Source: an optimization exercise on an open RTL-to-GDS flow (aim: small area, a short achievable clock period and few clock cycles per item). Production flows keep margins and buffers that such runs may drop. At most, simulation tests tie the RTL to the original design; equivalence was not proved. Only the layout flow was run in run 1; the RTL was not checked for function there. Power figures rest on the tool's default switching activity, not on a simulated workload.

==> flow/design.v (outline; a module is shown in full before it is edited, if it fits) <==
// module barrier_basket_payoff: 1557 lines
module barrier_basket_payoff (
  input  wire          clk_i,
  input  wire          rst_ni,
  input  wire          cfg_we_i,
  input  wire  [1:0]   cfg_idx_i,
  input  wire  [15:0]  cfg_data_i,
  input  wire          s_axis_tvalid,
  output logic         s_axis_tready,
  input  wire  [127:0] s_axis_tdata,
  input  wire          s_axis_tuser,
  input  wire          s_axis_tlast,
  output logic         m_axis_tvalid,
  input  wire          m_axis_tready,
  output logic [31:0]  m_axis_tdata,
  output logic         m_axis_tuser
);
  // ...
==> flow/flow/run.sh <==
#!/bin/bash
set -euo pipefail
bash standard.sh "BUFFER_PORTS_ARGS=-buffer_cell sky130_fd_sc_hd__buf_2" \
  SETUP_SLACK_MARGIN=5.3 finish > std_flow.log 2>&1
==> flow/standard.sh <==
#!/bin/bash
# synth_recipe.tcl (not shown) runs the flow's synth.tcl, then flattens the netlist and writes it again
# the make line also repeats each setting of config.mk as NAME=value (left out here)
make -C /OpenROAD-flow-scripts/flow DESIGN_CONFIG=/design/flow/config.mk WORK_HOME=/design/flow/orfs CLKGATE_MAP_FILE= SYNTH_SCRIPT=/design/flow/synth_recipe.tcl "${@:-finish}"
==> flow/config.mk <==
export PLATFORM = sky130hd
export DESIGN_NAME = barrier_basket_payoff
export DESIGN_NICKNAME = barrier_basket_payoff
export VERILOG_FILES = /design/flow/design.v
export SDC_FILE = /design/flow/constraint.sdc
export NUM_CORES = 4
export LEC_CHECK = 0
export CAP_MARGIN = 20
export CORE_MARGIN = 2
export CORE_UTILIZATION = 65
export CTS_CLUSTER_DIAMETER = 60
export CTS_CLUSTER_SIZE = 30
export SETUP_SLACK_MARGIN = 5
export SLEW_MARGIN = 20
export TNS_END_PERCENT = 100
==> flow/constraint.sdc <==
create_clock -name core_clock -period 8.5 [get_ports {clk_i}]
set_input_delay 1.7000 -clock core_clock [delete_from_list [all_inputs] [get_ports {clk_i}]]
set_output_delay 1.7000 -clock core_clock [all_outputs]
set_load 0.01 [all_outputs]
==> impl_metrics.yaml, run 1 <==
global_route:
  overflow: 0
  grtUsageTotal_pct: 33.3
  busiest_layer: "met2"
floorplanning:
  nWellTaps: 1380
  rows: 118
  ios: 188
  dieWidth_um: 328
sta:
  slew_headroom_pct: 34.2
  hold_viol: 0
  rsz0062_at_grt: "true"
  setup_violations: 0
  timing.fmax_mhz: 273
worst_setup_path:
  path_buf_inv: 0
  cp.required_ns: 9.07
  r2r_setup_slack_ns: 4.84
  crit_start: "r2_a_q[24]"
cells_and_area:
  final_cell_mix: "dfxtp_1, a22oi_1, xnor2_1, ha_1, inv_1"
  utilization_pct: 74.3
  seq_share_pct: 51.8
  clkbuf_count: 119
  buf_share_pct: 4.16
clocking:
  numCtsBuffers: 109
  cts_setup_buffers: 72
power_and_ir_drop:
  p_comb_mw: 1.35
  ir_worst_vdd_mv: 0.321
run_status:
  status: "finished clean"
synth:
  avgSynthCellArea_sq_um: 12.2
  synth_fa_ha_area_share_pct: 10.3
drt:
  wl_met3_mm: 12.7
==> run 2, diff against run 1 <==
--- a/flow/design.v
+++ b/flow/design.v
@@ -173,28 +173,25 @@
   logic        r1_chk_q, r1_lth_q, r1_leh_q, r1_ltl_q, r1_gth_q, r1_geh_q, r1_gtl_q;
   logic        r1_vl_q;
   logic [7:0]  bneg, bone, btwo;
   logic [31:0] x;
   always_ff @(posedge clk_i or negedge rst_ni) begin
     if (!rst_ni) begin
       r1_vl_q  <= 1'b0;
       r1_chk_q <= 1'b0;
-      bneg     <= 8'd0;
-      bone     <= 8'd0;
-      btwo     <= 8'd0;
     end else begin
       r1_vl_q  <= r0_vl_q;
       r1_chk_q <= r0_v_q & r0_ok_q;
-      bneg     <= bneg_d;
-      bone     <= bone_d;
-      btwo     <= btwo_d;
     end
   end
   always_ff @(posedge clk_i) begin
+    bneg     <= bneg_d;
+    bone     <= bone_d;
+    btwo     <= btwo_d;
     x        <= r0_price_q;
     r1_lth_q <= r0_price_q[31:16] <  e_lo[31:16];
     r1_leh_q <= r0_price_q[31:16] <= e_lo[31:16];
     r1_ltl_q <= r0_price_q[15:0]  <  e_lo[15:0];
     r1_gth_q <= r0_price_q[31:16] >  e_hi[31:16];
     r1_geh_q <= r0_price_q[31:16] >= e_hi[31:16];
     r1_gtl_q <= r0_price_q[15:0]  >  e_hi[15:0];
   end
@@ -1508,46 +1505,50 @@
     r2_c_q <= mul_c;
   end
   logic [63:0] p_s, p_c, prod;
   logic        r2b_vl_q, r2b_brk_q;
   logic [47:0] r2b_p_q;
   assign p_s  = r2_a_q ^ r2_b_q ^ r2_c_q;
   assign p_c  = {((r2_a_q[62:0] & r2_b_q[62:0]) | (r2_a_q[62:0] & r2_c_q[62:0]) |
                   (r2_b_q[62:0] & r2_c_q[62:0])), 1'b0};
-  logic [24:0] prod_lo;
-  logic [23:0] prod_h0, prod_h1;
-  assign prod_lo = {1'b0, p_s[23:0]} + {1'b0, p_c[23:0]};
-  assign prod_h0 = p_s[47:24] + p_c[47:24];
-  assign prod_h1 = p_s[47:24] + p_c[47:24] + 24'd1;
-  assign prod    = {16'd0, prod_lo[24] ? prod_h1 : prod_h0, prod_lo[23:0]};
+  assign prod = p_s + p_c;
   always_ff @(posedge clk_i or negedge rst_ni) begin
     if (!rst_ni) begin
       r2b_vl_q  <= 1'b0;
       r2b_brk_q <= 1'b0;
-      r2b_p_q   <= 48'd0;
     end else begin
       r2b_vl_q  <= r2_vl_q;
       r2b_brk_q <= r2_brk_q;
-      r2b_p_q   <= prod[47:0];
+    end
+  end
+  always_ff @(posedge clk_i) begin
+    r2b_p_q <= prod[47:0];
+  end
+  logic [2:0] flush_q;
+  always_ff @(posedge clk_i or negedge rst_ni) begin
+    if (!rst_ni) begin
+      flush_q <= 3'b111;
+    end else begin
+      flush_q <= {flush_q[1:0], 1'b0};
     end
   end
   logic [63:0] acc_q, acc_d;
   logic        acc_brk_q;
   logic [51:0] res_hi_q;    
   logic        res_z_q;     
   logic        res_brk_q;
   assign acc_d = acc_q + {{16{r2b_p_q[47]}}, r2b_p_q};
   always_ff @(posedge clk_i or negedge rst_ni) begin
     if (!rst_ni) begin
       acc_q     <= 64'd0;
       acc_brk_q <= 1'b0;
       res_v_q   <= 1'b0;
     end else begin
-      acc_q     <= r2b_vl_q ? 64'd0 : acc_d;
+      acc_q     <= (r2b_vl_q | flush_q[2]) ? 64'd0 : acc_d;
       acc_brk_q <= ~r2b_vl_q & (acc_brk_q | r2b_brk_q);
       res_v_q   <= r2b_vl_q | (res_v_q & ~out_free);
     end
   end
   always_ff @(posedge clk_i) begin
     if (r2b_vl_q) begin
       res_hi_q  <= acc_d[63:12];
       res_z_q   <= (acc_d[11:0] == 12'd0);
==> flow/flow/run.sh (replaced) <==
#!/bin/bash
set -euo pipefail
bash standard.sh "BUFFER_PORTS_ARGS=-buffer_cell sky130_fd_sc_hd__buf_2" \
  SETUP_SLACK_MARGIN=5.2 finish > std_flow.log 2>&1
==> flow/config.mk (replaced) <==
export PLATFORM = sky130hd
export DESIGN_NAME = barrier_basket_payoff
export DESIGN_NICKNAME = barrier_basket_payoff
export VERILOG_FILES = /design/flow/design.v
export SDC_FILE = /design/flow/constraint.sdc
export NUM_CORES = 4
export LEC_CHECK = 0
export CAP_MARGIN = 20
export CORE_MARGIN = 2
export CORE_UTILIZATION = 55
export CTS_CLUSTER_DIAMETER = 60
export CTS_CLUSTER_SIZE = 30
export SETUP_SLACK_MARGIN = 5
export SLEW_MARGIN = 20
export TNS_END_PERCENT = 100
==> impl_metrics.yaml, run 2 <==
run_status:
  status: "finished clean"
worst_setup_path:
  cp-end-kind: "register"
  crit_family: "compound AO/OA/AOI/OAI gates"
  path_buf_inv: 0
  startpoint_type: "register"
  max_stage_delay_ns: 0.46
  crit_chain: "ha_4 > fa_2 > a211oi_2 > o21ai_1 > a31oi_2 > o22ai_4 > o31ai_4 > o21ai_4 > a221oi_4 > o21ai_2 > a21o_1 > xor2_1"
  slowest_stage: "o31ai_4"
  cp.arrival_ns: 3.90
  path_class: "register to register"
  cp.required_ns: 9.01
  worstPathMaxFanout: 4
sta:
  fin_setup_tns_ns: 0
  fin_crit_sh_pct: 39.8
  timing.fmax_mhz: 296
  slew_headroom_pct: 32.5
  hold_viol: 0
  setup_violations: 0
  rsz0062_at_grt: "true"
  worst_pin_slew_ns: 1.00
  finClkSkew_ns: 0.0665
  fin_crit_ns: 3.38
  slew_violations: 0
cells_and_area:
  largest_register_ffs: 1280
  regMostFlops: "ring_q"
  stdcell_area_sq_um: 75700
  mostFrequentLayoutCell: "dfxtp_1"
  area_growth_pct: 12.3
  n_antenna_cell: 0
  reg_top3: "ring_q: 1280 flops, pd_q: 80 flops, acc_q: 64 flops"
  fin_nets: 6247
  final_cell_mix: "dfxtp_1, a22oi_1, xnor2_1, ha_1, nor2_1"
  layout-drive-gt1-share_pct: 13.7
clocking:
  hold_buffers: 0
  cts_max_level: 3
  clk_pin_slew_ns: 0.09
  cts_sinks: 1862
  clockBufferDepth: 3
  clk_latency_ns: 0.77
  numCtsBuffers: 115
  clockRootBuffer: "clkbuf_16"
  cts_tree: "yes"
synth:
  avgSynthCellArea_sq_um: 12.1
  synth-seq-cells: 1862
  ys_top_cells_by_area: "dfxtp_1, edfxtp_1, a22oi_1"
  synth_cells: 5564
  synthDistinctLibCells: 81
  yosysMostFrequentCell: "dfxtp_1"
  synth_area_sq_um: 67400
  async_reset_ff_share_pct: 6.34
  synth_common_cells: "dfxtp_1, a22oi_1, xnor2_1"
  synth_edf_count: 170
  synthDominantCellAreaShare_pct: 46.8
  synth_ff_type: "dfxtp_1"
  yosysSeqAreaShare_pct: 58.7
  syn_nets: 6161
  yosys_warnings: 1
  synth_area_leader_cell: "dfxtp_1"
floorplanning:
  rows: 128
  dieWidth_um: 354
  initial_utilization_pct: 55.4
  ios: 188
  die_y_um: 354
  die-area_sq_um: 125000
  coreArea_sq_um: 122000
drt:
  drt_wl_total_mm: 182
  route.vias.total: 43700
  dr.pass1.iters: 7
  vias_per_cell: 5.92
  drt_iter0_drc: 3488
  ant_nets: 0
  drc: 0
  routedWlPerCell_um: 24.7
global_route:
  grtUsageTotal_pct: 28.3
  overflow: 0
  antenna_found_initial: 6
  grt_first_pass_wirelength_mm: 272
  grt_max_degree: 81
  grt_pass1_vias: 44500
worst_hold_path:
  hold_class: "register to register"
power_and_ir_drop:
  power_density_nw_per_um2: 242
  ir_worst_vdd_mv: 0.264
  leakagePower_nw: 31.1
place:
  placed_area_sq_um: 69600
  finalWeightedCongestion: 0.899
  port_buffers: 185
  place_hpwl_mm: 111
job:
  drv_cap: 0
-- run 2: cell types whose count changed after synthesis, moves of 8 or more --
cell and change:
a21o_1 -13, a221oi_1 -8, dfrtp_1 -72, dfxtp_1 +72, inv_1 -12, nand3_1 +15, nor2_1 +17, o21a_1 -22
xnor2_1 -28, xor2_1 +13
-- run 2: kinds of logic (layout without fill, tap and decap cells) --
group	Yosys count	count (layout)	share of synthesized area [%]
DFF	1862	1862	58.7
AOI/OAI and AO/OA	1392	1392	15.0
xor gates and xnor gates	404	404	5.25
other	1	1	0.00556
adders and majority gates	444	444	10.3
buffers and inverters	547	735	3.07
and+or+nand+nor	824	825	6.06
muxes	90	90	1.50
-- run 2: cell type report --
type                            instances  area, sq um
Clock buffer                          123         3000
Clock inverter                         97         1290
Fill cell                            9784        46000
Inverter                              201          764
Multi-Input combinational cell       3156        26600
Sequential cell                      1862        39700
Tap cell                             1625         2030
Timing Repair Buffer                  314         2360
-- run 2: final timing paths --
path	start	to	slack, ns	depth (start not counted)
min reg2reg	ring_q[277]	ring_q[197]	0.31	0
min in group asynchronous	rst_ni	pend_q[0]	1.02	1
max reg2reg	acc_q[0]	res_hi_q[50]	5.12	12
min	ring_q[277]	ring_q[197]	0.31	0
max	acc_q[0]	res_hi_q[50]	5.12	12
max in group asynchronous	rst_ni	acc_q[31]	6.05	2
-- run 2: metal layers --
layer | track usage, % | up-vias | part of all wire (%)
met2 | 47.5 | 1449 | 48
met4 | 9.62 | 2 | 3.4
li1 | - | 20200 | -
met3 | 3.65 | 312 | 5.6
met5 | 0 | - | 0.0060
met1 | 37.9 | 21800 | 43
-- run 2: power breakdown --
part / switching (mW) / leakage (nW) / total (mW) / internal [mW]
sequential: 0.698 / 16.0 / 10.7 / 10.0
combinational: 0.714 / 13.0 / 1.15 / 0.435
clock: 3.37 / 2.08 / 6.39 / 3.03
total: 4.78 / 31.1 / 18.3 / 13.5
-- run 2: what timing repair did --
action	CTS	global route
setup endpoints to repair	149	100
resized for setup	108	81
buffers inserted	39	36
pin swaps	34	31
cloned	1	4
hold endpoints to repair	0	0
-- run 2: through the flow --
stage | worst slack [ns] | util (%) | hold WS, ns | power [mW] | cells
after global routing | 5.04 | 62.2 | 0.324 | 18.9 | 7378
after detailed placement | 4.44 | 57.2 | 0.336 | 12.0 | 7078
final | 5.12 | 62.2 | 0.313 | 18.3 | 7378
after floorplan | 5.07 | - | 0.329 | 11.3 | 5564
after CTS | 5.15 | 61.5 | 0.326 | 18.4 | 7338
after global placement | 4.50 | 57.2 | 0.333 | 12.0 | 7078
-- run 2: worst register-to-register path: stages (launching register included) --
cell and delay (ns):
dfrtp_1 0.40, ha_4 0.17, fa_2 0.38, a211oi_2 0.25, o21ai_1 0.12, a31oi_2 0.35
o22ai_4 0.18, o31ai_4 0.46, o21ai_4 0.12, a221oi_4 0.33, o21ai_2 0.09, a21o_1 0.19
xor2_1 0.14
Testbench counts of run 2, summed over its fixed seeds: cycles 15,480, items 320.
==> run 3, diff against run 2 <==
--- a/flow/config.mk
+++ b/flow/config.mk
@@ -7,2 +7,3 @@
 export LEC_CHECK = 0
+export ABC_AREA = 1
 export CAP_MARGIN = 20
==> impl_metrics.yaml, run 3 <==
cells_and_area:
  utilization_pct: 61.0
  final_cell_mix: "dfxtp_1, nand2_1, inv_1, nor2_1, xor2_1"
  area_growth_pct: 10.4
  largest_register_ffs: 1280
  layout-drive-gt1-share_pct: 8.57
  fin_nets: 7729
  regMostFlops: "ring_q"
  mostFrequentLayoutCell: "dfxtp_1"
  reg_top3: "ring_q: 1280 flops, pd_q: 80 flops, acc_q: 64 flops"
floorplanning:
  ios: 188
  die-area_sq_um: 131000
  coreArea_sq_um: 127000
  rows: 131
  dieWidth_um: 362
  die_y_um: 362
  initial_utilization_pct: 55.3
power_and_ir_drop:
  internal-power_mw: 13.4
  design_power_total_mw: 18.5
  comb_power_share_pct: 8.3
  power_density_nw_per_um2: 239
  power_switching_mw: 5.09
  clockPowerShare_pct: 34.7
  p_seq_share_pct: 57.0
  leakagePower_nw: 35.2
  switching_share_pct: 27.4
  ir_worst_vdd_mv: 0.258
sta:
  slew_headroom_pct: 23.0
  rsz0062_at_grt: "true"
  timing.fmax_mhz: 309
  fin_crit_sh_pct: 38.0
  postLayoutSetupSlackWorst_ns: 5.27
  hold_viol: 0
  fin_crit_ns: 3.23
  worst_pin_slew_ns: 1.15
  fin_setup_tns_ns: 0
  setup_violations: 0
  finClkSkew_ns: 0.0646
  hold_ws_ns: 0.335
  slew_violations: 0
global_route:
  antenna_found_initial: 4
  grt_pass1_vias: 48700
  grt_max_degree: 81
  grt_first_pass_wirelength_mm: 300
  grtUsageTotal_pct: 30.2
  overflow: 0
synth:
  synth_area_sq_um: 70300
  yosys_warnings: 1
  yosysMostFrequentCell: "dfxtp_1"
  synthDistinctLibCells: 59
  synth_cells: 7032
  avgSynthCellArea_sq_um: 10.0
  syn_nets: 7629
  yosysSeqAreaShare_pct: 56.3
  ys_top_cells_by_area: "dfxtp_1, edfxtp_1, nand2_1"
  synth-seq-cells: 1863
  synth_ff_type: "dfxtp_1"
  async_reset_ff_share_pct: 6.33
  synthDominantCellAreaShare_pct: 44.8
  synth_edf_count: 171
  synth_area_leader_cell: "dfxtp_1"
  synth_common_cells: "dfxtp_1, nand2_1, inv_1"
clocking:
  clk_pin_slew_ns: 0.11
  clockBufferDepth: 3
  clk_latency_ns: 0.78
  cts_sinks: 1863
  numCtsBuffers: 114
  clockRootBuffer: "clkbuf_16"
  cts_tree: "yes"
  cts_max_level: 3
worst_setup_path:
  cp.arrival_ns: 1.53
  setup.worst_path.end: "s_axis_tready"
  r2r_setup_slack_ns: 5.27
  startpoint_type: "register"
  r2r-end: "r2_b_q[15]"
  crit_family: "flip-flops"
  crit_start: "tready_q"
  cp.required_ns: 6.80
  slowest_stage: "dfrtp_4"
  reg2reg_from: "x[11]"
  crit_chain: "buf_6"
  rr_worst_depth: 7
  cp-end-kind: "output pin"
  worstPathMaxFanout: 2
  path_class: "register to output pin"
  max_stage_delay_ns: 0.58
  cp.depth: 1
  path_buf_inv: 1
place:
  dpl_worst_slack_ns: 4.28
  place_hpwl_mm: 136
  port_buffers: 185
  finalWeightedCongestion: 0.987
job:
  drv_cap: 0
drt:
  drc: 0
  vias_per_cell: 5.58
  drt_iter0_drc: 3955
  route.vias.total: 49700
  routedWlPerCell_um: 22.6
  dr.pass1.iters: 6
  ant_nets: 0
  drt_wl_total_mm: 201
run_status:
  status: "finished clean"
worst_hold_path:
  hold_path_depth: 0
  hold_class: "register to register"
[run 3: power by group through the flow]
| stage | combinational [mW] | sequential (mW) | clock [mW] |
|---|---|---|---|
| floorplan | 0.889 | 10.5 | 0 |
| global placement | 1.47 | 10.7 | 0 |
| detailed placement | 1.49 | 10.7 | 0 |
| CTS | 1.54 | 10.5 | 6.55 |
| global route | 1.71 | 10.7 | 6.86 |
| finish | 1.54 | 10.6 | 6.44 |
[run 3: what timing repair did]
| item | in CTS | in global routing |
|---|---|---|
| resized for setup | 29 | 24 |
| cloned | 0 | 0 |
| hold buffers | 0 | 0 |
| endpoints found under the setup margin | 55 | 72 |
| setup buffers | 3 | 3 |
| pin swaps | 1 | 1 |
[run 3: metrics by stage]
stage | std cells | instance area [sq um]
finish | 8895 | 77600
global route | 8894 | 77600
CTS | 8891 | 77500
detailed placement | 8672 | 72900
global placement | 8672 | 72900
floorplan | 7032 | 70300
[run 3: how the worst min path moves through the flow]
stage	start	to	slack, ns
floorplan	ring_q[1196]	ring_q[1116]	0.33
global placement	ring_q[961]	ring_q[881]	0.33
detailed placement	r2_brk_q	r2b_brk_q	0.33
CTS	ring_q[511]	ring_q[431]	0.33
global route	ring_q[271]	ring_q[191]	0.33
finish	ring_q[734]	ring_q[654]	0.33
[run 3: layer usage]
metal  share of wire, %  up-vias  GRT usage [%]
li1                   -    23600              -
met1                 44    24200           41.3
met2                 47     1548           50.1
met3                5.6      337           3.84
met4                3.5        2           9.62
met5             0.0055        -              0
[run 3: cell type report]
class / instances / area [sq um]
Inverter: 635 / 2400
Sequential cell: 1863 / 39700
Antenna cell: 1 / 2.50
Timing Repair Buffer: 261 / 1670
Multi-Input combinational cell: 4257 / 27500
Fill cell: 10900 / 49600
Clock buffer: 119 / 2910
Clock inverter: 97 / 1440
Tap cell: 1662 / 2080
[run 3: logic make-up after synthesis]
family	count (synthesis)	synth area share, %
xor+xnor	374	4.66
fa+ha+maj	444	9.92
other cells	1	0.00533
buf+inv	912	4.97
mux	28	0.448
simple gates	2335	14.0
flops	1863	56.3
compound gates	1075	9.72
==> run 4, diff against run 3 <==
==> flow/flow/run.sh (replaced) <==
#!/bin/bash
set -euo pipefail
bash standard.sh "BUFFER_PORTS_ARGS=-buffer_cell sky130_fd_sc_hd__buf_2" \
  SETUP_SLACK_MARGIN=5.5 finish > std_flow.log 2>&1
==> impl_metrics.yaml, run 4 <==
synth:
  synth-seq-cells: 1863
  synth_common_cells: "dfxtp_1, nand2_1, inv_1"
  synthDominantCellAreaShare_pct: 44.8
  synth_ff_type: "dfxtp_1"
  yosysSeqAreaShare_pct: 56.3
  syn_nets: 7629
  synth_cells: 7032
  synth_area_sq_um: 70300
  synth_area_leader_cell: "dfxtp_1"
  ys_top_cells_by_area: "dfxtp_1, edfxtp_1, nand2_1"
  yosys_warnings: 1
  yosysMostFrequentCell: "dfxtp_1"
  synthDistinctLibCells: 59
  avgSynthCellArea_sq_um: 10.0
  async_reset_ff_share_pct: 6.33
  synth_edf_count: 171
sta:
  finClkSkew_ns: 0.0632
  fin_crit_sh_pct: 37.9
  slew_violations: 0
  setup_violations: 0
  slew_headroom_pct: 24.5
  fin_setup_tns_ns: 0
  timing.fmax_mhz: 310
  postLayoutSetupSlackWorst_ns: 5.28
  rsz0062_at_grt: "true"
  worst_pin_slew_ns: 1.12
  fin_crit_ns: 3.22
  hold_viol: 0
worst_setup_path:
  cp.arrival_ns: 1.52
  startpoint_type: "register"
  path_class: "register to output pin"
  cp-end-kind: "output pin"
  worstPathMaxFanout: 2
  cp.required_ns: 6.80
clocking:
  hold_buffers: 0
  cts_tree: "yes"
  cts_sinks: 1863
  numCtsBuffers: 116
  clk_latency_ns: 0.79
  clockBufferDepth: 3
  clockRootBuffer: "clkbuf_16"
  cts_max_level: 3
  clk_pin_slew_ns: 0.10
cells_and_area:
  final_cell_mix: "dfxtp_1, nand2_1, inv_1, nor2_1, xor2_1"
  reg_top3: "ring_q: 1280 flops, pd_q: 80 flops, acc_q: 64 flops"
  largest_register_ffs: 1280
  mostFrequentLayoutCell: "dfxtp_1"
  fin_nets: 7800
  area_growth_pct: 12.6
  final-seq-area_sq_um: 39700
  fillCellCount: 10700
  multi_input_area_sq_um: 27900
  fin_cells: 8969
  layout-drive-gt1-share_pct: 10.5
  regMostFlops: "ring_q"
floorplanning:
  ios: 188
  dieWidth_um: 362
  coreArea_sq_um: 127000
  die-area_sq_um: 131000
  initial_utilization_pct: 55.3
  rows: 131
  die_y_um: 362
power_and_ir_drop:
  switching_share_pct: 27.5
  internal-power_mw: 13.6
  leakagePower_nw: 35.7
  p_seq_share_pct: 56.5
  power_density_nw_per_um2: 236
  clockPowerShare_pct: 34.5
  comb_power_share_pct: 9.0
  power_switching_mw: 5.14
  ir_worst_vdd_mv: 0.248
worst_hold_path:
  hold_class: "register to register"
run_status:
  status: "finished clean"
global_route:
  grt_max_degree: 60
  grt_pass1_vias: 49200
  antenna_found_initial: 5
  grtUsageTotal_pct: 30.6
  grt_first_pass_wirelength_mm: 303
  overflow: 0
drt:
  dr.pass1.iters: 6
  routedWlPerCell_um: 22.9
  ant_nets: 0
  vias_per_cell: 5.60
  drt_iter0_drc: 4046
  drt_wl_total_mm: 205
  drc: 0
  route.vias.total: 50200
place:
  place_hpwl_mm: 136
  dpl.cell_count: 8674
  finalWeightedCongestion: 0.964
  port_buffers: 185
  dpl_worst_slack_ns: 4.39
job:
  drv_cap: 0
-- run 4: cell type report --
type	instances	share of cell area, %
Sequential cell	1863	50.1
Multi-Input combinational cell	4260	35.3
Clock buffer	126	3.83
Timing Repair Buffer	327	3.33
Inverter	635	3.16
Tap cell	1662	2.63
Clock inverter	94	1.66
Antenna cell	2	0.00632
-- run 4: cells by family (layout without fill, tap and decap cells) --
group           count (synthesis)  in the layout  synth area share (%)
simple gates                 2335           2338                  14.0
flops                        1863           1863                  56.3
compound gates               1075           1075                  9.72
buf+inv                       912           1182                  4.97
fa+ha+maj                     444            444                  9.92
xor+xnor                      374            374                  4.66
mux                            28             28                 0.448
other cells                     1              3               0.00533
-- run 4: what timing repair did --
item | CTS | global route
setup buffers | 26 | 40
cloned | 2 | 5
setup endpoints to repair | 123 | 118
pin swaps | 5 | 4
resized for setup | 101 | 93
-- run 4: power by group through the flow --
stage          Sequential (mW)  Clock [mW]  Combinational [mW]
3_5_place_dp              10.8           0                1.47
5_1_grt                   10.7        6.86                1.85
3_3_place_gp              10.7           0                1.45
2_1_floorplan             10.5           0               0.895
6_report                  10.6        6.45                1.68
4_1_cts                   10.5        6.54                1.63
-- run 4: critical path, stage by stage, from the launching register on --
cell and delay [ns]:
dfrtp_4 0.49, buf_12 0.16, buf_6 0.13
-- run 4: metal layers --
| metal | GRT usage (%) | routed length (um) | vias to the layer above |
|---|---|---|---|
| met5 | 0 | 16 | - |
| met4 | 9.84 | 6780 | 2 |
| met3 | 4.39 | 12200 | 336 |
| met2 | 51.3 | 97800 | 1588 |
| met1 | 41.0 | 88200 | 24600 |
| li1 | - | - | 23700 |
-- run 4: final timing paths --
| check | startpoint | endpoint | slack (ns) | cells after the start |
|---|---|---|---|---|
| max in group asynchronous | rst_ni | acc_q[45] | 5.96 | 3 |
| min | ring_q[643] | ring_q[563] | 0.33 | 0 |
| max reg2reg | r0_sel_q[9] | r1_gtl_q | 5.42 | 15 |
| max | tready_q | s_axis_tready | 5.28 | 2 |
| min reg2reg | ring_q[643] | ring_q[563] | 0.33 | 0 |
| min in group asynchronous | rst_ni | acc_q[27] | 0.96 | 1 |
-- run 4: per-stage QoR --
| step | cell area (sq um) | total power [mW] | hold WS [ns] | util, % |
|---|---|---|---|---|
| final | 79200 | 18.7 | 0.329 | 62.3 |
| after global routing | 79200 | 19.4 | 0.331 | 62.3 |
| after CTS | 78200 | 18.7 | 0.325 | 61.5 |
| after detailed placement | 73000 | 12.2 | 0.335 | 57.4 |
| after global placement | 73000 | 12.2 | 0.330 | 57.4 |
| after floorplan | 70400 | 11.4 | 0.327 | - |
==> run 5, diff against run 4 <==
==> flow/flow/run.sh (replaced) <==
#!/bin/bash
set -euo pipefail
bash standard.sh "BUFFER_PORTS_ARGS=-buffer_cell sky130_fd_sc_hd__buf_2" \
  SETUP_SLACK_MARGIN=5.35 finish > std_flow.log 2>&1
==> impl_metrics.yaml, run 5 <==
synth:
  synth_xor_area_share_pct: 4.66
  synth_fa_ha_area_share_pct: 9.92
  syn_nets: 7629
  yosysMostFrequentCell: "dfxtp_1"
  synthDistinctLibCells: 59
  synth_edf_count: 171
  avgSynthCellArea_sq_um: 10.0
  yosys_warnings: 1
  synth_compound_gate_area_share_pct: 9.72
  synthDominantCellAreaShare_pct: 44.8
  synth-simple-area-share_pct: 14.0
  synth_common_cells: "dfxtp_1, nand2_1, inv_1"
  synth_area_leader_cell: "dfxtp_1"
  synth-seq-cells: 1863
  yosysSeqAreaShare_pct: 56.3
  synth_ff_type: "dfxtp_1"
  synth_top_family_by_area: "simple AND/OR/NAND/NOR gates"
  synth_area_sq_um: 70300
  synth_cells: 7032
  ys_top_cells_by_area: "dfxtp_1, edfxtp_1, nand2_1"
  async_reset_ff_share_pct: 6.33
  synth.area.mux_share_pct: 0.448
sta:
  slew_headroom_pct: 31.0
  worst_pin_slew_ns: 1.03
  hold_viol: 0
  setup_violations: 0
  rsz0062_at_grt: "true"
  finClkSkew_ns: 0.0598
  fin_crit_ns: 3.23
  timing.fmax_mhz: 310
  fin_setup_tns_ns: 0
  fin_crit_sh_pct: 38.0
  slew_violations: 0
global_route:
  grt_first_pass_wirelength_mm: 301
  antenna_found_initial: 5
  grt_pass1_vias: 49000
  grtUsageTotal_pct: 30.3
  overflow: 0
  grt_max_degree: 60
job:
  drv_cap: 0
cells_and_area:
  area_growth_pct: 11.3
  final_cell_mix: "dfxtp_1, nand2_1, inv_1, nor2_1, xor2_1"
  fillCellCount: 10800
  reg_top3: "ring_q: 1280 flops, pd_q: 80 flops, acc_q: 64 flops"
  utilization_pct: 61.5
  mostFrequentLayoutCell: "dfxtp_1"
  regMostFlops: "ring_q"
  largest_register_ffs: 1280
  fin_nets: 7754
  layout-drive-gt1-share_pct: 9.33
clocking:
  clockBufferDepth: 3
  cts_sinks: 1863
  numCtsBuffers: 116
  cts_max_level: 3
  cts_tree: "yes"
  clockRootBuffer: "clkbuf_16"
  clk_latency_ns: 0.79
  clk_pin_slew_ns: 0.10
  hold_buffers: 0
drt:
  drt_wl_total_mm: 203
  dr.pass1.iters: 6
  ant_nets: 0
  drc: 0
  top_layer_used: "met5"
  vias_per_cell: 5.60
  drt_iter0_drc: 3955
  routedWlPerCell_um: 22.8
  wl_met3_mm: 11.5
  route.vias.total: 50000
  met2WireLength_mm: 96.5
  wl_met1_mm: 88.5
worst_setup_path:
  path_class: "register to output pin"
  cp-end-kind: "output pin"
  worstPathMaxFanout: 2
  cp.arrival_ns: 1.53
  crit_chain: "buf_12 > buf_6"
  slowest_stage: "dfrtp_4"
  startpoint_type: "register"
  cp.required_ns: 6.80
  r2r_setup_slack_ns: 5.39
  rr_worst_depth: 10
  max_stage_delay_ns: 0.49
power_and_ir_drop:
  leakagePower_nw: 35.4
  power_density_nw_per_um2: 238
  ir_worst_vdd_mv: 0.249
floorplanning:
  die-area_sq_um: 131000
  initial_utilization_pct: 55.3
  die_y_um: 362
  dieWidth_um: 362
  coreArea_sq_um: 127000
  rows: 131
  ios: 188
place:
  place_hpwl_mm: 136
  finalWeightedCongestion: 0.964
  port_buffers: 185
worst_hold_path:
  hold_path_depth: 0
  hold_class: "register to register"
run_status:
  status: "finished clean"
## run 5: cell counts after synthesis
Identical to the previous run, type by type.
## run 5: path summary, 6_finish.rpt
| kind | end | start |
|---|---|---|
| min in group asynchronous | acc_q[27] | rst_ni |
| worst min-delay path | ring_q[79] | ring_q[159] |
| worst max register to register | r2b_p_q[35] | r2_a_q[26] |
| worst max-delay path | s_axis_tready | tready_q |
| max in group asynchronous | acc_q[45] | rst_ni |
| worst min register to register | ring_q[79] | ring_q[159] |
## run 5: worst max-delay path: cells and delay by family (launching register included)
| kind | cells | cell delay (ns) |
|---|---|---|
| buffers and inverters | 2 | 0.29 |
| DFF | 1 | 0.49 |
## run 5: where the power goes
group / total, mW / switching, mW / internal (mW)
Combinational: 1.62 / 1.04 / 0.575
Clock: 6.45 / 3.48 / 2.97
Sequential: 10.6 / 0.576 / 9.98
Total: 18.6 / 5.10 / 13.5
## run 5: stage by stage
step           instances  setup slack (ns)  instance area, sq um  power [mW]  hold WS [ns]
2_1_floorplan       7032              5.30                 70400        11.4         0.327
3_3_place_gp        8674              4.39                 73000        12.2         0.330
3_5_place_dp        8674              4.39                 73000        12.2         0.335
4_1_cts             8902              5.19                 77800        18.7         0.325
5_1_grt             8921              5.22                 78200        19.3         0.332
6_report            8922              5.27                 78200        18.6         0.333
## run 5: cell families (layout without fill, tap and decap cells)
family,count (synthesis),after routing
AND/OR/NAND/NOR,2335,2336
buffers and inverters,912,1138
multiplexers,28,28
adder cells (fa/ha/maj),444,444
flip-flops,1863,1863
XOR/XNOR,374,374
other,1,2
AO/OA/AOI/OAI,1075,1075
## run 5: repair_timing
item                                    in CTS  in global routing
gates resized for setup                     64                 44
endpoints found under the setup margin      99                 71
setup buffers                                8                 17
pin swaps                                    1                  4
gates cloned                                 0                  2
## run 5: routing by layer
metal,up-vias,global-route usage (%)
met3,323,4.23
met2,1573,50.8
met5,-,0
met4,4,9.47
li1,23600,-
met1,24400,40.6
## run 5: area by class of cell
cell class                      instances  area [sq um]  share of cell area (%)
Antenna cell                            1          2.50                 0.00320
Clock buffer                          126          3030                    3.88
Clock inverter                         94          1320                    1.68
Inverter                              635          2440                    3.12
Multi-Input combinational cell       4258         27700                    35.4
Sequential cell                      1863         39700                    50.7
Tap cell                             1662          2080                    2.66
Timing Repair Buffer                  283          2000                    2.56

-- port drivers added, routing unchanged --
Ports are ideal in the flow. The routed layouts listed here were re-timed in OpenROAD. Step 1 sets driving cells, clkbuf_16 on the clock port and buf_2 on the other inputs (assumed; they add their load-dependent delay and slew). Step 2 adds t to the input delays and takes it off the output delays; t is the mean of the earliest and latest rising clock arrival at the registers after step 1. Input paths then give back, and output paths get back, about the clock's delay inside the block. a / b / c = no drivers / after step 1 / after step 2; a / b = the first two.
run | t (ns) | slack for setup (ns) | worst setup path at the end
run 1 | 0.802 | 4.841 / 4.841 / 4.762 | input to register
run 2 | 0.822 | 5.118 / 5.118 / 4.737 | input to register
run 3 | 0.835 | 5.267 / 5.185 / 4.909 | input to register
run 4 | 0.830 | 5.279 / 5.198 / 4.948 | input to register
run 5 | 0.833 | 5.270 / 5.186 / 4.863 | input to register
After both steps setup and hold are still met in every run listed. For run 5, which loses most, drivers alone change the setup slack by -0.084 ns; drivers and shift together by -0.407 ns.
